From an optimization exercise on the open Yosys and OpenROAD flow, aimed at small area, a short achievable clock period and few clock cycles; shortcuts taken in it are not production practice.
In this exercise RTL edits were held to simulation tests only and were not proved equivalent to the original.
No activity file was given, so power comes from the tool's default toggle rates.

## mipsPipeline
module mipsPipeline (
    input  logic        clk,
    input  logic        rst,
    input  logic        instrAck,
    input  logic [31:0] instrData,
    output logic        instrReq,
    output logic [31:0] instrAddr,
    output logic        wbValid,
    output logic [4:0]  wbReg,
    output logic [31:0] wbData
);
    localparam logic [5:0] opRType = 6'h00;
    localparam logic [5:0] opBeq   = 6'h04;
    localparam logic [5:0] opAddi  = 6'h08;
    localparam logic [5:0] opLw    = 6'h23;
    localparam logic [5:0] opSw    = 6'h2b;
    localparam logic [5:0] fnAdd = 6'h20;
    localparam logic [5:0] fnSub = 6'h22;
    localparam logic [5:0] fnAnd = 6'h24;
    localparam logic [5:0] fnOr  = 6'h25;
    localparam logic [5:0] fnSlt = 6'h2a;
    logic        reqQ;
    logic [29:0] addrQ;
    logic        pendEQ;
    logic        pendDQ;
    logic        killQ;
    logic [31:0] rawQ;
    logic [15:0] tgtLoQ;
    logic        tgtUpQ;
    logic        tgtDnQ;
    logic [13:0] tgtHi;
    logic [29:0] tgtQ;
    logic [13:0] tgtHiD;
    logic        rawV;
    logic        done;
    logic        rise;
    logic        eSel;
    logic        dSel;
    logic [29:0] nextAddr;
    logic        takenQ;
    logic [29:0] tgtE;
    logic [5:0]  op;
    logic [5:0]  funct;
    logic [4:0]  rsF;
    logic [4:0]  rtF;
    logic [4:0]  rdF;
    logic [15:0] immF;
    logic        fAdd, fSub, fAnd, fOr, fSlt;
    logic        isR, isAddi, isLw, isSw, isBeq;
    logic [4:0]  dDest;
    logic        dWr;
    logic        dRtReg;
    logic        dInv;
    logic        dBeqDyn;
    logic        dRedir;
    logic        bqBeq;
    logic        bqSame;
    logic        bqImm0;
    logic        bqZs;
    logic        bqZt;
    logic        bqKnown;
    logic [4:0]  iRs;
    logic [4:0]  iRt;
    logic        zTaken;
    logic        zNot;
    logic        dynQ;
    logic [31:0] nzNext;
    logic        eV;
    logic        eWr;
    logic [4:0]  eDest;
    assign instrReq  = reqQ;
    assign instrAddr = {addrQ, 2'b00};
    assign done = reqQ & instrAck;
    assign iRs  = instrData[25:21];
    assign iRt  = instrData[20:16];
    assign rise = ~reqQ & ~instrAck;
    assign op    = rawQ[31:26];
    assign funct = rawQ[5:0];
    assign rsF   = rawQ[25:21];
    assign rtF   = rawQ[20:16];
  ...
Size in the first run: roughly 7500 cells after synthesis, roughly 130000 µm² of cells after synthesis.
Settings: LEC_CHECK=0, CAP_MARGIN=20, CORE_MARGIN=2, CORE_UTILIZATION=55, CTS_CLUSTER_DIAMETER=60, CTS_CLUSTER_SIZE=24, SETUP_SLACK_MARGIN=2.5, SLEW_MARGIN=20; clock period 5.0 ns.
run.sh (not shown) runs the stock make flow with config.mk's settings and CLKGATE_MAP_FILE= SYNTH_SCRIPT=/design/flow/synth_recipe.tcl, a recipe that flattens the netlist after the stock synthesis.
Testbench counts at the start, summed over its fixed seeds: cycles 29,060.
==> next run, changes <==
--- a/flow/design.v
+++ b/flow/design.v
@@ -61,26 +61,26 @@
     input  logic              eAnd,
     input  logic              eOr,
     input  logic              eSlt,
     input  logic [7:0]        ldHi,
     input  logic [7:0]        memLo,
     input  logic [63:0]       dmemV,
     input  logic [63:0][31:0] dmem,
-    output logic [31:0]       aluRes,
-    output logic [31:0]       memRes,
+    output logic [31:0]       exRes,
     output logic              eq
 );
     logic [31:0] aG;
     logic [31:0] aT;
     logic [31:0] aP;
     logic [32:0] aC;
     logic        aLess;
     logic [31:0] exRest;
     logic [31:0] exArith;
     logic [31:0][63:0] memCol;
+    logic [31:0] memRes;
     logic [63:0] eLdSel;
     logic [31:0] gl [6];
     logic [31:0] tl [6];
     assign aG = regA & regB;
     assign aT = regA | regB;
     assign aP = regA ^ regB;
     always_comb begin
@@ -109,20 +109,21 @@
     end
     for (genvar j = 0; j < 32; j++) begin : g_memCol
         for (genvar i = 0; i < 64; i++) begin : g_word
             assign memCol[j][i] = eLdSel[i] & dmem[i][j];
         end
         assign memRes[j] = |memCol[j];
     end
-    assign exRest = ({32{eAnd}} & aG) |
+    assign exRest = memRes |
+                    ({32{eAnd}} & aG) |
                     ({32{eOr}}  & aT) |
                     {31'd0, eSlt & aLess};
     assign exArith = {32{eArith}} & aP;
-    for (genvar j = 0; j < 32; j++) begin : g_aluRes
-        assign aluRes[j] = aC[j] ? (exRest[j] | (eArith & ~aP[j]))
+    for (genvar j = 0; j < 32; j++) begin : g_exRes
+        assign exRes[j] = aC[j] ? (exRest[j] | (eArith & ~aP[j]))
                                 : (exRest[j] | exArith[j]);
     end
     assign eq = regA == regB;
 endmodule
 `default_nettype wire
 `default_nettype none
 module memStage (
@@ -360,15 +361,14 @@
         .rdSel  (rdSel),
         .rf     (rf),
         .rdByp  (rdByp),
         .wbData (wbData),
         .rdVal  (rdVal)
     );
     logic        d2V;
-    logic [31:0] regD;
     logic [31:0] regA;
     logic [31:0] regB;
     logic [31:0] regS;
     logic        patchA;
     logic [31:0] baseA;
     logic [7:0]  ldHiNext;
     logic [7:0]  swHiNext;
@@ -378,33 +378,34 @@
     always_ff @(posedge clk) begin
         if (rst) begin
             d2V <= 1'b0;
         end else begin
             d2V <= rawV & ~takenQ;
         end
     end
-    assign baseA = patchA ? wbData : regD;
+    assign baseA = patchA ? wbData : regA;
     memStage u_addr (
-        .regA8     (regD[7:0]),
+        .regA8     (regA[7:0]),
         .wb8       (wbData[7:0]),
         .imm8      (immF[7:0]),
         .patchA    (patchA),
         .isLw      (isLw),
         .isSw      (isSw),
         .d2V       (d2V & ~takenQ),
         .ldHiNext  (ldHiNext),
         .swHiNext  (swHiNext),
         .loNext    (loNext)
     );
     always_ff @(posedge clk) begin
         patchA <= eV && eWr && (eDest == rsF);
         if (rawV) begin
-            regD <= rdVal;
+            regA <= rdVal;
+        end else if (d2V) begin
+            regA <= baseA;
         end
-        regA <= baseA;
         regB <= (isAddi ? {{16{immF[15]}}, immF} : rdVal) ^ {32{dInv}};
         regS <= rdVal;
         if (rawV) begin
             dynQ   <= dBeqDyn;
             tgtHiD <= tgtHi;
         end
         if (d2V && dynQ && !takenQ) begin
@@ -438,33 +439,29 @@
         eAnd  <= isR & fAnd;
         eOr   <= isR & fOr;
         eSlt  <= isR & fSlt;
         eBeq  <= dynQ;
         ldHi  <= ldHiNext;
         memLo <= loNext;
     end
-    logic [31:0] aluRes;
-    logic [31:0] memRes;
-    logic [31:0] wbAlu;
-    logic [31:0] wbMem;
+    logic [31:0] exRes;
     logic        eq;
     executeStage u_ex (
         .regA   (regA),
         .regB   (regB),
         .eArith (eArith),
         .eInv   (eInv),
         .eAnd   (eAnd),
         .eOr    (eOr),
         .eSlt   (eSlt),
         .ldHi   (ldHi),
         .memLo  (memLo),
         .dmemV  (dmemV),
         .dmem   (dmem),
-        .aluRes (aluRes),
-        .memRes (memRes),
+        .exRes  (exRes),
         .eq     (eq)
     );
     always_ff @(posedge clk) begin
         if (rst) begin
             takenQ <= 1'b0;
         end else begin
             takenQ <= eV & eBeq & eq;
@@ -494,18 +491,16 @@
         end else begin
             wbValid <= eV & eWr;
             for (int k = 0; k < 4; k++) begin
                 wbHi[k] <= eV & eWr & (eDest[4:3] == 2'(k));
             end
         end
     end
-    assign wbData = wbAlu | wbMem;
     always_ff @(posedge clk) begin
         wbReg  <= eDest;
         for (int k = 0; k < 8; k++) begin
             wbLo[k] <= eDest[2:0] == 3'(k);
         end
-        wbAlu  <= aluRes;
-        wbMem  <= memRes;
+        wbData <= exRes;
     end
 endmodule
 `default_nettype wire
What happened: The changed run completed with no timing, DRC or antenna violations; worst hold slack gets better by 44 ps; register-to-register slack gets worse by 170 ps; final cell count increases by 1.1%; wire length increases by 2.6%; synthesized cell count increases by 1.2%; design area barely changes.
Testbench counts after the change, summed over its fixed seeds: cycles 29,060.

* * *

mipsPipeline, a different RTL version from the one above (not shown whole).
Size: roughly 7800 cells after synthesis, about 3600 flip-flops, about 110 I/O pins, about 130000 µm² of cells after synthesis.
==> module executeStage, before the edit <==
module executeStage (
    input  logic [31:0]       regA,
    input  logic [31:0]       regB,
    input  logic              eArith,
    input  logic              eInv,
    input  logic              eAnd,
    input  logic              eOr,
    input  logic              eSlt,
    input  logic [7:0]        ldHi,
    input  logic [7:0]        memLo,
    input  logic [63:0]       dmemV,
    input  logic [63:0][31:0] dmem,
    output logic [31:0]       aluRes,
    output logic [31:0]       memRes,
    output logic              eq
);
    logic [31:0] aG;
    logic [31:0] aT;
    logic [31:0] aP;
    logic [32:0] aC;
    logic        aLess;
    logic [31:0] exRest;
    logic [31:0] exArith;
    logic [31:0] gl [6];
    logic [31:0] tl [6];
    assign aG = regA & regB;
    assign aT = regA | regB;
    assign aP = regA ^ regB;
    always_comb begin
        gl[0] = aG;
        tl[0] = aT;
        gl[0][0] = aG[0] | (aT[0] & eInv);
        for (int l = 0; l < 5; l++) begin
            for (int i = 0; i < 32; i++) begin
                if (i >= (1 << l)) begin
                    gl[l+1][i] = gl[l][i] | (tl[l][i] & gl[l][i - (1 << l)]);
                    tl[l+1][i] = tl[l][i] & tl[l][i - (1 << l)];
                end else begin
                    gl[l+1][i] = gl[l][i];
                    tl[l+1][i] = tl[l][i];
                end
            end
        end
        aC[0] = eInv;
        for (int i = 0; i < 32; i++) begin
            aC[i+1] = gl[5][i];
        end
    end
    assign aLess = (regA[31] == regB[31]) ? regA[31] : (aP[31] ^ aC[31]);
    logic [63:0]       loSel;
    logic [7:0][31:0]  grp;
    logic [31:0][7:0]  grpCol;
    for (genvar i = 0; i < 64; i++) begin : g_sel
        assign loSel[i] = memLo[i % 8] & dmemV[i];
    end
    for (genvar h = 0; h < 8; h++) begin : g_grp
        for (genvar j = 0; j < 32; j++) begin : g_bit
            logic [7:0] col;
            for (genvar l = 0; l < 8; l++) begin : g_word
                assign col[l] = loSel[8 * h + l] & dmem[8 * h + l][j];
            end
            assign grp[h][j] = |col;
            assign grpCol[j][h] = ldHi[h] & grp[h][j];
        end
    end
    for (genvar j = 0; j < 32; j++) begin : g_memRes
        assign memRes[j] = |grpCol[j];
    end
    assign exRest = ({32{eAnd}} & aG) |
                    ({32{eOr}}  & aT) |
                    {31'd0, eSlt & aLess};
    assign exArith = {32{eArith}} & aP;
    for (genvar j = 0; j < 32; j++) begin : g_aluRes
        assign aluRes[j] = aC[j] ? (exRest[j] | (eArith & ~aP[j]))
                                : (exRest[j] | exArith[j]);
    end
    assign eq = regA == regB;
endmodule
export LEC_CHECK = 0
export CAP_MARGIN = 20
export CORE_MARGIN = 2
export CORE_UTILIZATION = 60
export CTS_CLUSTER_DIAMETER = 60
export CTS_CLUSTER_SIZE = 24
export PLACE_DENSITY = 0.7
export SETUP_SLACK_MARGIN = 2.5
export SLEW_MARGIN = 20
create_clock -name core_clock -period 5.0 [get_ports {clk}]
Testbench counts at the start, summed over its fixed seeds: cycles 29,060.
Rerun with:
--- a/flow/design.v
+++ b/flow/design.v
@@ -74,10 +74,12 @@
     logic [31:0] aP;
     logic [32:0] aC;
     logic        aLess;
     logic [31:0] exRest;
     logic [31:0] exArith;
+    logic [31:0][63:0] memCol;
+    logic [63:0] eLdSel;
     logic [31:0] gl [6];
     logic [31:0] tl [6];
     assign aG = regA & regB;
     assign aT = regA | regB;
     assign aP = regA ^ regB;
@@ -100,28 +102,18 @@
         for (int i = 0; i < 32; i++) begin
             aC[i+1] = gl[5][i];
         end
     end
     assign aLess = (regA[31] == regB[31]) ? regA[31] : (aP[31] ^ aC[31]);
-    logic [63:0]       loSel;
-    logic [7:0][31:0]  grp;
-    logic [31:0][7:0]  grpCol;
     for (genvar i = 0; i < 64; i++) begin : g_sel
-        assign loSel[i] = memLo[i % 8] & dmemV[i];
+        assign eLdSel[i] = ldHi[i / 8] & memLo[i % 8] & dmemV[i];
     end
-    for (genvar h = 0; h < 8; h++) begin : g_grp
-        for (genvar j = 0; j < 32; j++) begin : g_bit
-            logic [7:0] col;
-            for (genvar l = 0; l < 8; l++) begin : g_word
-                assign col[l] = loSel[8 * h + l] & dmem[8 * h + l][j];
-            end
-            assign grp[h][j] = |col;
-            assign grpCol[j][h] = ldHi[h] & grp[h][j];
+    for (genvar j = 0; j < 32; j++) begin : g_memCol
+        for (genvar i = 0; i < 64; i++) begin : g_word
+            assign memCol[j][i] = eLdSel[i] & dmem[i][j];
         end
-    end
-    for (genvar j = 0; j < 32; j++) begin : g_memRes
-        assign memRes[j] = |grpCol[j];
+        assign memRes[j] = |memCol[j];
     end
     assign exRest = ({32{eAnd}} & aG) |
                     ({32{eOr}}  & aT) |
                     {31'd0, eSlt & aLess};
     assign exArith = {32{eArith}} & aP;
Utilization goes up by 0.49 points.
Flip-flop and latch count does not change.
Synthesized area goes down by 0.82%.
Routed wire length goes up by 20%.
Setup slack degrades by 32 ps.
Total power barely changes.
Maximum frequency goes down by 1.1%.
Hold slack degrades by 3.3 ps.
Clock-buffer cell count goes up by 14.
Cell area barely changes.
Synthesized cell count goes down by 3.9%.
Testbench counts after the change, summed over its fixed seeds: cycles 29,060.

## what the ideal ports hide
No port has a modelled driver above. Below, the same layouts with a new extraction and two added sets of constraints.
Step 1, drivers: a clkbuf_16 drives clk and a buf_2 each remaining input, both assumed.
Step 2 also shifts input and output timing later by t, the mid clock arrival at the registers, as if the neighbouring blocks saw the same clock.
Slacks: ideal / step 1 / step 2; pairs: ideal / step 1.
| run | t, ns | setup slack, ns | hold WS [ns] | worst slew at a driven data input, ns | pins driven straight from the clock port |
|---|---|---|---|---|---|
| the first run of note 1 | 0.987 | 1.943 / 1.917 / 1.312 | 0.382 / 0.308 / 0.421 | 0.04 | 1 |
| the second run of note 1 | 1.012 | 1.771 / 1.771 / 1.552 | 0.426 / 0.383 / 0.426 | 0.07 | 1 |
| the first run of note 2 | 0.959 | 2.045 / 1.965 / 1.233 | 0.408 / 0.364 / 0.408 | 0.09 | 1 |
| the second run of note 2 | 0.984 | 2.013 / 2.013 / 1.274 | 0.405 / 0.383 / 0.405 | 0.05 | 1 |
After both steps setup and hold are still met in every run listed. The setup slack of the first run of note 2, which loses most, moves by -0.080 ns with the drivers and by -0.812 ns with both steps.
